This is an optimization exercise on Yosys and OpenROAD, whose aim is small area and a short achievable clock period, not a production implementation. No run shown here included a check of the RTL's function; only the layout flow was run.

--- design/flow/run.sh ---
#!/bin/bash
# synth_recipe.tcl (not shown) runs the flow's synth.tcl, then flattens the netlist and writes it again
# the make line also repeats each setting of config.mk as NAME=value (left out here)
make -C /OpenROAD-flow-scripts/flow DESIGN_CONFIG=/design/flow/config.mk WORK_HOME=/design/flow/orfs CLKGATE_MAP_FILE= SYNTH_SCRIPT=/design/flow/synth_recipe.tcl finish
--- design/flow/config.mk ---
export PLATFORM = sky130hd
export DESIGN_NAME = muldiv_hilo
export DESIGN_NICKNAME = muldiv_hilo
export VERILOG_FILES = /design/flow/design.v
export SDC_FILE = /design/flow/constraint.sdc
export NUM_CORES = 4
export LEC_CHECK = 0
export ABC_AREA = 1
export CAP_MARGIN = 40
export CORE_MARGIN = 2
export CORE_UTILIZATION = 60
export SLEW_MARGIN = 40
--- design/flow/constraint.sdc ---
create_clock -name core_clock -period 110.0 [get_ports {clk}]
set_input_delay 22.0000 -clock core_clock [delete_from_list [all_inputs] [get_ports {clk}]]
set_output_delay 22.0000 -clock core_clock [all_outputs]
set_load 0.01 [all_outputs]
--- design/flow/design.v ---
module muldiv_hilo (
  input  logic        clk,
  input  logic        reset,
  input  logic        start,
  input  logic [1:0]  op,
  input  logic        we,
  input  logic        hilo_wsel,
  input  logic        rd_sel,
  input  logic [31:0] A,
  input  logic [31:0] B,
  output logic        busy,
  output logic [31:0] result
);
  localparam int W = 35;
  localparam logic [7:0] STYLE = 8'h0A;
  localparam int CSL = 18;
  logic [3:0]  cnt_q;
  logic        hv_q, lv_q;   
  logic [31:0] hi_q, lo_q, m_q;
  logic        hx_q;         
  logic        bp_q;         
  logic        div_q, sgn_q, sa_q;
  assign busy = (cnt_q != 4'd0);
  wire sel_lo = rd_sel & lv_q;
  wire sel_hi = ~rd_sel & hv_q;
  assign result = ({32{sel_lo}} & lo_q) | ({32{sel_hi}} & hi_q);
  wire accept = start & ~busy;
  wire wr     = we & ~start & ~busy;
  wire last   = (cnt_q == 4'd1);
  wire first  = (cnt_q == (div_q ? 4'd9 : 4'd5));   
  wire dabs   = div_q & (cnt_q == 4'd10);
  wire dstep  = div_q & ~last & ~dabs;
  wire mstep  = ~div_q & ~last;
  wire         sb    = sgn_q & m_q[31];
  wire [W-1:0] acc_x = {{(W-33){hx_q}}, hx_q, hi_q};
  wire [W-1:0] m_x   = {{(W-32){sb}}, m_q};
  wire [W-1:0] m_x2  = {m_x[W-2:0], 1'b0};
  wire [W-1:0] lo_x  = {{(W-32){1'b0}}, lo_q};
  logic [W-1:0] X [1:4];
  logic [W-1:0] Y [1:4];
  logic         N [1:4];
  logic [W-1:0] S [1:4];
  logic         x_d [1:4];    
  logic         x_m [1:4];    
  logic         y_1 [1:4];    
  logic         y_2 [1:4];    
  logic         y_a [1:4];    
  logic [W-1:0] alt [1:4];
  logic [W-1:0] prv [1:4];
  always_comb begin
    logic b2, b1, b0;
    for (int k = 1; k <= 4; k++) begin
      b2 = lo_q[2*k-1];
      b1 = lo_q[2*k-2];
      b0 = (k == 1) ? bp_q : lo_q[2*k-3];
      x_d[k] = dstep & ~(k == 1 & first);
      x_m[k] = (k == 1) ? (~dstep & ~first) : mstep;
      y_a[k] = 1'b0;
      alt[k] = lo_x;
      if (mstep) begin
        y_1[k] = b1 ^ b0;
        y_2[k] = (b2 & ~b1 & ~b0) | (~b2 & b1 & b0);
        N[k]   = b2 & ~(b1 & b0);
      end else if (dstep) begin
        y_1[k] = 1'b1;
        y_2[k] = 1'b0;
        N[k]   = 1'b0;   
      end else if (dabs) begin
        y_1[k] = 1'b0;
        y_2[k] = 1'b0;
        y_a[k] = (k == 3);
        N[k]   = (k == 3) & sa_q;
      end else begin
        y_1[k] = (k == 1) & (div_q ? hx_q : (~sgn_q & bp_q));
        y_2[k] = 1'b0;
        y_a[k] = (k == 2) | (k == 3 & div_q);
        N[k]   = (k == 1) ? (div_q & sb) :
                 (k == 2) ? (div_q & sa_q) :
                 (k == 3) ? (div_q & (sa_q ^ sb) & ~(lo_q[31] & lo_q[30])) : 1'b0;
      end
    end
    alt[2] = S[1];
    for (int k = 1; k <= 4; k++) begin
      prv[k] = (k == 1) ? (acc_x & {W{~first}}) : S[k-1];
      if (k == 1)
        X[k] = ({W{x_d[k]}} & {acc_x[W-2:0], lo_q[31]})
             | ({W{x_m[k]}} & acc_x)
             | {{(W-1){1'b0}}, dstep & first & lo_q[31]};
      else
        X[k] = ({W{x_d[k]}} & {S[k-1][W-2:0], lo_q[32-k]})
             | ({W{x_m[k]}} & {{2{S[k-1][W-1]}}, S[k-1][W-1:2]});
      if (dstep) N[k] = ~prv[k][W-1] ^ sb;
      Y[k] = ({W{y_1[k]}} & m_x) | ({W{y_2[k]}} & m_x2) | ({W{y_a[k]}} & alt[k]);
      if (STYLE[2*(k-1) +: 2] == 2'd1) begin
        S[k] = X[k] + (Y[k] ^ {W{N[k]}}) + {{(W-1){1'b0}}, N[k]};
      end else if (STYLE[2*(k-1) +: 2] == 2'd2) begin
        logic c, yy, p;
        c = N[k];
        for (int j = 0; j < W; j++) begin
          yy      = Y[k][j] ^ N[k];
          p       = X[k][j] ^ yy;
          S[k][j] = p ^ c;
          c       = p ? c : yy;
        end
      end else if (STYLE[2*(k-1) +: 2] == 2'd3) begin
        logic c, c0, c1, yy;
        logic [W-1:0] s0, s1;
        c = N[k];
        for (int j = 0; j < CSL; j++) begin
          yy      = Y[k][j] ^ N[k];
          S[k][j] = X[k][j] ^ yy ^ c;
          c       = (X[k][j] & yy) | (c & (X[k][j] ^ yy));
        end
        c0 = 1'b0;
        c1 = 1'b1;
        s0 = '0;
        s1 = '0;
        for (int j = CSL; j < W; j++) begin
          yy      = Y[k][j] ^ N[k];
          s0[j]   = X[k][j] ^ yy ^ c0;
          c0      = (X[k][j] & yy) | (c0 & (X[k][j] ^ yy));
          s1[j]   = X[k][j] ^ yy ^ c1;
          c1      = (X[k][j] & yy) | (c1 & (X[k][j] ^ yy));
        end
        for (int j = CSL; j < W; j++) S[k][j] = c ? s1[j] : s0[j];
      end else begin
        logic c, yy;
        c = N[k];
        for (int j = 0; j < W; j++) begin
          yy      = Y[k][j] ^ N[k];
          S[k][j] = X[k][j] ^ yy ^ c;
          c       = (X[k][j] & yy) | (c & (X[k][j] ^ yy));
        end
      end
    end
  end
  always_ff @(posedge clk or posedge reset) begin
    if (reset) begin
      cnt_q <= '0;
      hv_q  <= 1'b0;
      lv_q  <= 1'b0;
    end else begin
      if (busy) begin
        cnt_q <= cnt_q - 4'd1;
        if (last) begin
          hv_q <= 1'b1;
          lv_q <= 1'b1;
        end
      end else if (accept) begin
        cnt_q <= op[1] ? 4'd10 : 4'd5;
      end else if (wr) begin
        if (hilo_wsel) hv_q <= 1'b1;
        else           lv_q <= 1'b1;
      end
    end
  end
  always_ff @(posedge clk) begin
    if (busy) begin
      if (last) begin
        hi_q <= S[2][31:0];
        if (div_q) lo_q <= S[3][31:0];
      end else if (mstep) begin
        hi_q <= S[4][33:2];
        hx_q <= S[4][34];
        lo_q <= {S[4][1:0], S[3][1:0], S[2][1:0], S[1][1:0], lo_q[31:8]};
        bp_q <= lo_q[7];
      end else if (dstep) begin
        hi_q <= S[4][31:0];
        hx_q <= S[4][32];
        lo_q <= {lo_q[27:0], ~S[1][W-1], ~S[2][W-1], ~S[3][W-1], ~S[4][W-1]};
      end else begin
        lo_q <= S[3][31:0];
      end
    end else if (accept) begin
      lo_q  <= A;
      m_q   <= B;
      bp_q  <= 1'b0;
      div_q <= op[1];
      sgn_q <= op[0];
      sa_q  <= op[0] & A[31];
    end else if (wr) begin
      if (hilo_wsel) hi_q <= A;
      else           lo_q <= A;
    end
  end
endmodule
==> out/qor.yml, run 1 <==
die:
  row_count: 56
  io_pins: 105
  initial_core_util_pct: 60.8
  fp.dieW_um: 158
  dieArea_um2: 25000
  die_h_um: 158
  fp.coreArea_um2: 23400
routing:
  routed_wirelength_um: 50100
  num_vias: 14521
  drc: 0
  post_drt_wl_per_cell_um: 22.2
  ant_nets: 0
  drt_iter0_markers: 1877
  routed_via_density: 6.44
  first_pass_iters: 6
min_path:
  hold_path_startpoint: "hv_q"
  hold_class: "reg2reg"
clocking:
  htreeDepth: 3
  clk_path_buf_depth: 2
  cts_root_buf: "clkbuf_16"
  cts_setup_buffers: 0
  cts_tree: "done"
  cts_num_sinks: 107
  cts_buffers: 9
  clk_pin_slew_worst_paths_ns: 0.08
  post_cts_resized: 0
  cts_hold_buf: 0
  worstSkewPairLatency_ns: 0.37
place:
  place_congestion: 1.03
  numPortBuffers: 104
  dpl.hpwl_um: 35500
job:
  cap_viol_max_count: 0
critical_path:
  critPathLaunch: "cnt_q[1]"
  crit_slowest_cell: "nand2_2"
  r2r-start: "cnt_q[1]"
  cp_common_cell: "nand2_2"
  arrival_ns: 47.60
  critPathKind: "reg2reg"
  critPathRequiredTime_ns: 110.13
  worstPathMaxFanout: 41
  max_stage_delay_ns: 0.77
  end_kind: "flop"
  cp-start-kind: "flop"
timing:
  hold_ws_ns: 0.457
  hold_viol_final: 0
  skew_ns: 0.0119
  fin_setup_tns_ns: 0
  rsz0062_at_grt: "false"
  setup_violations: 0
  post-route-period-util_pct: 43.2
  slew_violations: 0
  maxSlewHeadroom_pct: 43.0
  worst_pin_slew_ns: 0.852
  fin_crit_ns: 47.48
  max_freq_mhz: 21.1
synth:
  postSynthCellCount: 1900
  yosys_warnings: 12
  synth_top_area_share_pct: 21.3
  ys_types: 54
  synthTopCellsByArea: "edfxtp_1 (21%), nand2_1 (12%), fa_1 (9.3%)"
  synth-edff-count: 101
  async_flop_share_pct: 5.61
  ys_ff_latch: 107
  seq_area_frac_synth_pct: 22.4
  synth_nets: 2045
  yosys_most_used_dff: "edfxtp_1"
  syn_area_per_cell_um2: 7.49
  syn_area_um2: 14200
  yosysTopAreaCell: "edfxtp_1"
finish:
  syn2layout_area_growth_pct: 9.75
  final_nets: 2075
  drive_gt1_share_pct: 12.0
  diodes: 0
  postLayoutCoreUtil_pct: 66.7
run_status:
  status: "complete, no violations"
grt:
  overflow: 0
  grt_pass1_vias: 13657
  grt_max_degree: 69
  grt_pass1_wl_um: 76700
  antenna_found_initial: 0
  grt_usage_pct: 40.4
==> cell type report <==
type | count | area (um2)
Inverter | 243 | 917
Timing Repair Buffer | 128 | 1220
Fill cell | 2139 | 7790
Sequential cell | 107 | 3180
Clock buffer | 9 | 225
Multi-Input combinational cell | 1441 | 9590
Clock inverter | 7 | 76.3
Tap cell | 319 | 399
==> cell usage after synthesis, types with 25 or more instances <==
| library cell | number |
|---|---|
| fa_1 | 66 |
| inv_1 | 233 |
| edfxtp_1 | 101 |
| nand2_1 | 460 |
| clkbuf_1 | 69 |
| a21oi_1 | 27 |
| xor2_1 | 121 |
| nor2_1 | 25 |
| o22ai_1 | 200 |
| xnor2_1 | 77 |
| nand2_2 | 108 |
| o21ai_0 | 40 |
| nand3_1 | 83 |
| a22oi_1 | 32 |
| or2_2 | 33 |
| o221ai_1 | 72 |
==> per-stage QoR <==
step / std cells / instance area (um2) / worst slack (ns)
floorplan: 1900 / 14200 / 64.94
global placement: 2238 / 15300 / 63.50
detailed placement: 2238 / 15300 / 62.98
CTS: 2254 / 15600 / 62.79
global route: 2254 / 15600 / 59.99
finish: 2254 / 15600 / 62.52
==> cell usage in the layout, fill, tap and decap left out, types with 66 or more instances in the layout <==
cell type / synthesis / final
nand3_1: 83 / 83
inv_1: 233 / 233
fa_1: 66 / 66
o221ai_1: 72 / 72
edfxtp_1: 101 / 101
xnor2_1: 77 / 77
xor2_1: 121 / 121
nand2_2: 108 / 111
clkdlybuf4s50_1: 0 / 104
nand2_1: 460 / 457
o22ai_1: 200 / 200
==> flip-flops by register name (all words and copies together) (netlist names) <==
name   flops
hi_q      32
lo_q      32
m_q       32
cnt_q      4
bp_q       1
div_q      1
hv_q       1
hx_q       1
lv_q       1
sa_q       1
sgn_q      1
==> path summary, 6_finish.rpt <==
| check | to | slack, ns | depth (start not counted) |
|---|---|---|---|
| worst max-delay path | lo_q[0] | 62.52 | 237 |
| worst min-delay path | hv_q | 0.46 | 2 |
| worst min register to register | hv_q | 0.46 | 2 |
| max in group asynchronous | hv_q | 87.93 | 2 |
| worst max register to register | lo_q[0] | 62.52 | 237 |
| min in group asynchronous | cnt_q[3] | 21.85 | 2 |
==> per-layer routing <==
layer	vias up	wire, um	GRT usage [%]
li1	6539	-	-
met1	6803	19600	53.7
met2	988	22500	63.5
met3	191	5540	8.51
met4	0	2410	18.3
met5	-	0	0
==> critical path: cells and delay by family, from the launching register on <==
kind,cells,cell delay (ns)
mux,1,0.19
fa+ha+maj,67,30.66
simple gates,160,13.71
buf+inv,7,1.63
compound gates,2,0.45
flops,1,0.42
==> cells by family after synthesis <==
group / count (synthesis) / share of synthesized area [%]
buffers and inverters: 352 / 10.6
XOR/XNOR: 199 / 12.3
AO/OA/AOI/OAI: 419 / 20.0
AND/OR/NAND/NOR: 748 / 24.6
multiplexers: 2 / 0.141
flip-flops: 107 / 22.4
adder cells (fa/ha/maj): 73 / 9.90
==> run 2: changes to the inputs <==
--- a/design/flow/design.v
+++ b/design/flow/design.v
@@ -12,7 +12,7 @@
   output logic [31:0] result
 );
   localparam int W = 35;
-  localparam logic [7:0] STYLE = 8'h0A;
+  localparam logic [7:0] STYLE = 8'h8A;
   localparam int CSL = 18;
   logic [3:0]  cnt_q;
   logic        hv_q, lv_q;   
==> run 2 against run 1 <==
Compared with the run above: still clean on timing, DRC and antenna; critical path type is now in2out; global-route usage shrank 1.2 points; routed wire length grew 3.3%; register-to-register slack gained 12 ns.
==> out/qor.yml, run 2 <==
run_status:
  status: "complete, no violations"
critical_path:
  r2r-start: "div_q"
  r2r-end: "lo_q[0]"
  critPathKind: "in2out"
  arrival_ns: 23.71
  cp-start-kind: "primary input"
  crit_chain: "clkdlybuf4s50_1, or2_4, o22ai_1, clkdlybuf4s50_1"
  end_kind: "primary output"
  cp_common_cell: "clkdlybuf4s50_1"
  worstPathMaxFanout: 32
  r2r_cells: 264
  max_stage_delay_ns: 0.59
  crit_slowest_cell: "clkdlybuf4s50_1"
  rrSetupSlack_ns: 74.40
  critPathRequiredTime_ns: 88.00
place:
  dpl.hpwl_um: 37000
  place_congestion: 0.954
  numPortBuffers: 104
synth:
  syn_area_per_cell_um2: 7.02
  synth-edff-count: 101
  synthAdderAreaFrac_pct: 5.00
  postSynthCellCount: 2130
  yosys_warnings: 12
  synth_most_common_cell: "nand2_1"
  synth_top_area_share_pct: 20.3
  ys_types: 53
  yosys.area_share.simple_pct: 27.8
  synth_top_family_by_area: "simple AND/OR/NAND/NOR gates"
  async_flop_share_pct: 5.61
  yosysTopAreaCell: "edfxtp_1"
  synth-compound-area-share_pct: 20.5
  syn_area_um2: 15000
  seq_area_frac_synth_pct: 21.3
  synthTopCellsByArea: "edfxtp_1 (20%), nand2_1 (11%), o22ai_1 (9.9%)"
  ys_ff_latch: 107
  yosys_most_used_dff: "edfxtp_1"
  synth.area.mux_share_pct: 0.151
  ys_top_cells_by_count: "nand2_1 (436), inv_1 (319), o22ai_1 (236)"
  synth_nets: 2242
  synth-xor-area-share_pct: 13.7
timing:
  slew_violations: 0
  post-route-period-util_pct: 41.6
  maxSlewHeadroom_pct: 48.2
  worst_pin_slew_ns: 0.774
  fin_crit_ns: 45.71
  max_freq_mhz: 21.9
  setup_violations: 0
  fin_setup_tns_ns: 0
  hold_viol_final: 0
  skew_ns: 0.0176
  rsz0062_at_grt: "false"
  hold_ws_ns: 0.465
job:
  cap_viol_max_count: 0
routing:
  ant_nets: 0
  drc: 0
  post_drt_wl_per_cell_um: 20.8
  routed_via_density: 6.32
  first_pass_iters: 6
  drt_iter0_markers: 2039
  routed_wirelength_um: 51700
  num_vias: 15737
min_path:
  hold_class: "reg2reg"
  whs_endpoint: "hv_q"
  hold_path_startpoint: "hv_q"
  min_path_cells: 2
finish:
  final_common_cell: "nand2_1"
  seq_area_um2: 3180
  final_nets: 2273
  nFillCells: 2205
  drive_gt1_share_pct: 13.2
  syn2layout_area_growth_pct: 10.6
  multi_input_area_um2: 10100
  most-common-layout-cells: "nand2_1 (434), inv_1 (319), o22ai_1 (236)"
  diodes: 0
  top_regs: "hi_q (32), lo_q (32), m_q (32)"
clocking:
  cts_buffers: 9
  htreeDepth: 3
  worstSkewPairLatency_ns: 0.38
  cts_root_buf: "clkbuf_16"
  clk_pin_slew_worst_paths_ns: 0.08
  clk_path_buf_depth: 2
  cts_setup_buffers: 0
  cts_tree: "done"
  cts_num_sinks: 107
  post_cts_resized: 0
  cts_hold_buf: 0
die:
  dieArea_um2: 26200
  io_pins: 105
  fp.dieW_um: 162
  row_count: 57
  die_h_um: 162
  fp.coreArea_um2: 24400
  initial_core_util_pct: 61.3
grt:
  grt_pass1_wl_um: 80400
  grt_pass1_vias: 14911
  overflow: 0
  grt_max_degree: 65
  grt_usage_pct: 39.2
  antenna_found_initial: 0
run 2: cell count changes after synthesis, moves of 24 or more:
cell | before | now
nand2_2 | 108 | 132
o21ai_0 | 40 | 66
nand2_1 | 460 | 436
nand3_1 | 83 | 130
o22ai_1 | 200 | 236
nand2_4 | 8 | 33
nor2_1 | 25 | 51
inv_1 | 233 | 319
a22oi_1 | 32 | 5
fa_1 | 66 | 33
run 2: logic make-up after synthesis:
logic type / count (synthesis)
simple gates: 842
compound gates: 462
buf+inv: 447
xor+xnor: 231
flops: 107
fa+ha+maj: 40
mux: 1
run 2: how the worst max path moves through the flow:
stage          startpoint  slack (ns)  cells after the start    endpoint
6_report           rd_sel       64.29                      4  result[21]
4_1_cts            rd_sel       64.05                      4  result[22]
3_5_place_dp       rd_sel       64.07                      4  result[22]
3_3_place_gp       rd_sel       64.16                      4  result[14]
5_1_grt            rd_sel       64.27                      4  result[22]
2_1_floorplan      rd_sel       65.19                      4  result[10]
run 2: critical path, delay by kind of cell:
family                 cells  cell delay (ns)
AO/OA/AOI/OAI              1             0.22
buffers and inverters      2             1.02
AND/OR/NAND/NOR            1             0.46
run 2: stage by stage:
stage	instance area, um2	utilization (%)	instances	setup WS (ns)
after floorplan	15000	-	2130	65.19
after global placement	16200	66.3	2471	64.16
after detailed placement	16200	66.5	2474	64.07
after CTS	16500	67.8	2490	64.05
after global routing	16500	67.8	2490	64.27
final	16500	67.8	2490	64.29
run 2: area by class of cell:
| class | instances | share of cell area [%] |
|---|---|---|
| sequential | 107 | 19.2 |
| multi-input combinational | 1576 | 61.2 |
| inverter | 337 | 7.68 |
| tap | 324 | 2.45 |
| timing repair buffer | 130 | 7.58 |
| clock buffer | 9 | 1.36 |
| clock inverter | 7 | 0.499 |
run 2: per-layer routing:
metal | up-vias | wire, um | part of all wire [%] | GRT usage (%)
met2 | 990 | 23300 | 45 | 61.8
li1 | 7274 | - | - | -
met1 | 7302 | 20600 | 40 | 52.5
met4 | 0 | 1880 | 3.6 | 16.3
met5 | - | 0 | 0 | 0
met3 | 171 | 6020 | 12 | 8.12

-- afterwards: timing with drivers on the ports --
In the flow no input, the clock included, has a driving cell. The finished layouts below were timed again as built, in two steps. Step 1 (the two cells are an assumption about what drives the block):
set clk [get_ports {clk}]
set_driving_cell -lib_cell sky130_fd_sc_hd__clkbuf_16 $clk
set_driving_cell -lib_cell sky130_fd_sc_hd__buf_2 [delete_from_list [all_inputs] $clk]
Step 2 adds t to the input delays and takes it off the output delays; t is the mean of the earliest and latest rising clock arrival at the registers after step 1. Input paths then give back, and output paths get back, about the clock's delay inside the block. Slacks: no drivers / after step 1 / after step 2; pairs: no drivers / after step 1.
run | t (ns) | setup WS [ns] | worst hold slack (ns)
run 1 | 0.418 | 62.522 / 62.522 / 62.522 | 0.457 / 0.457 / 0.457
run 2 | 0.424 | 64.292 / 64.258 / 64.258 | 0.465 / 0.465 / 0.465
After both steps setup and hold are still met in every run listed. The setup slack of run 2, which loses most, moves by -0.034 ns with the drivers and by -0.034 ns with both steps.
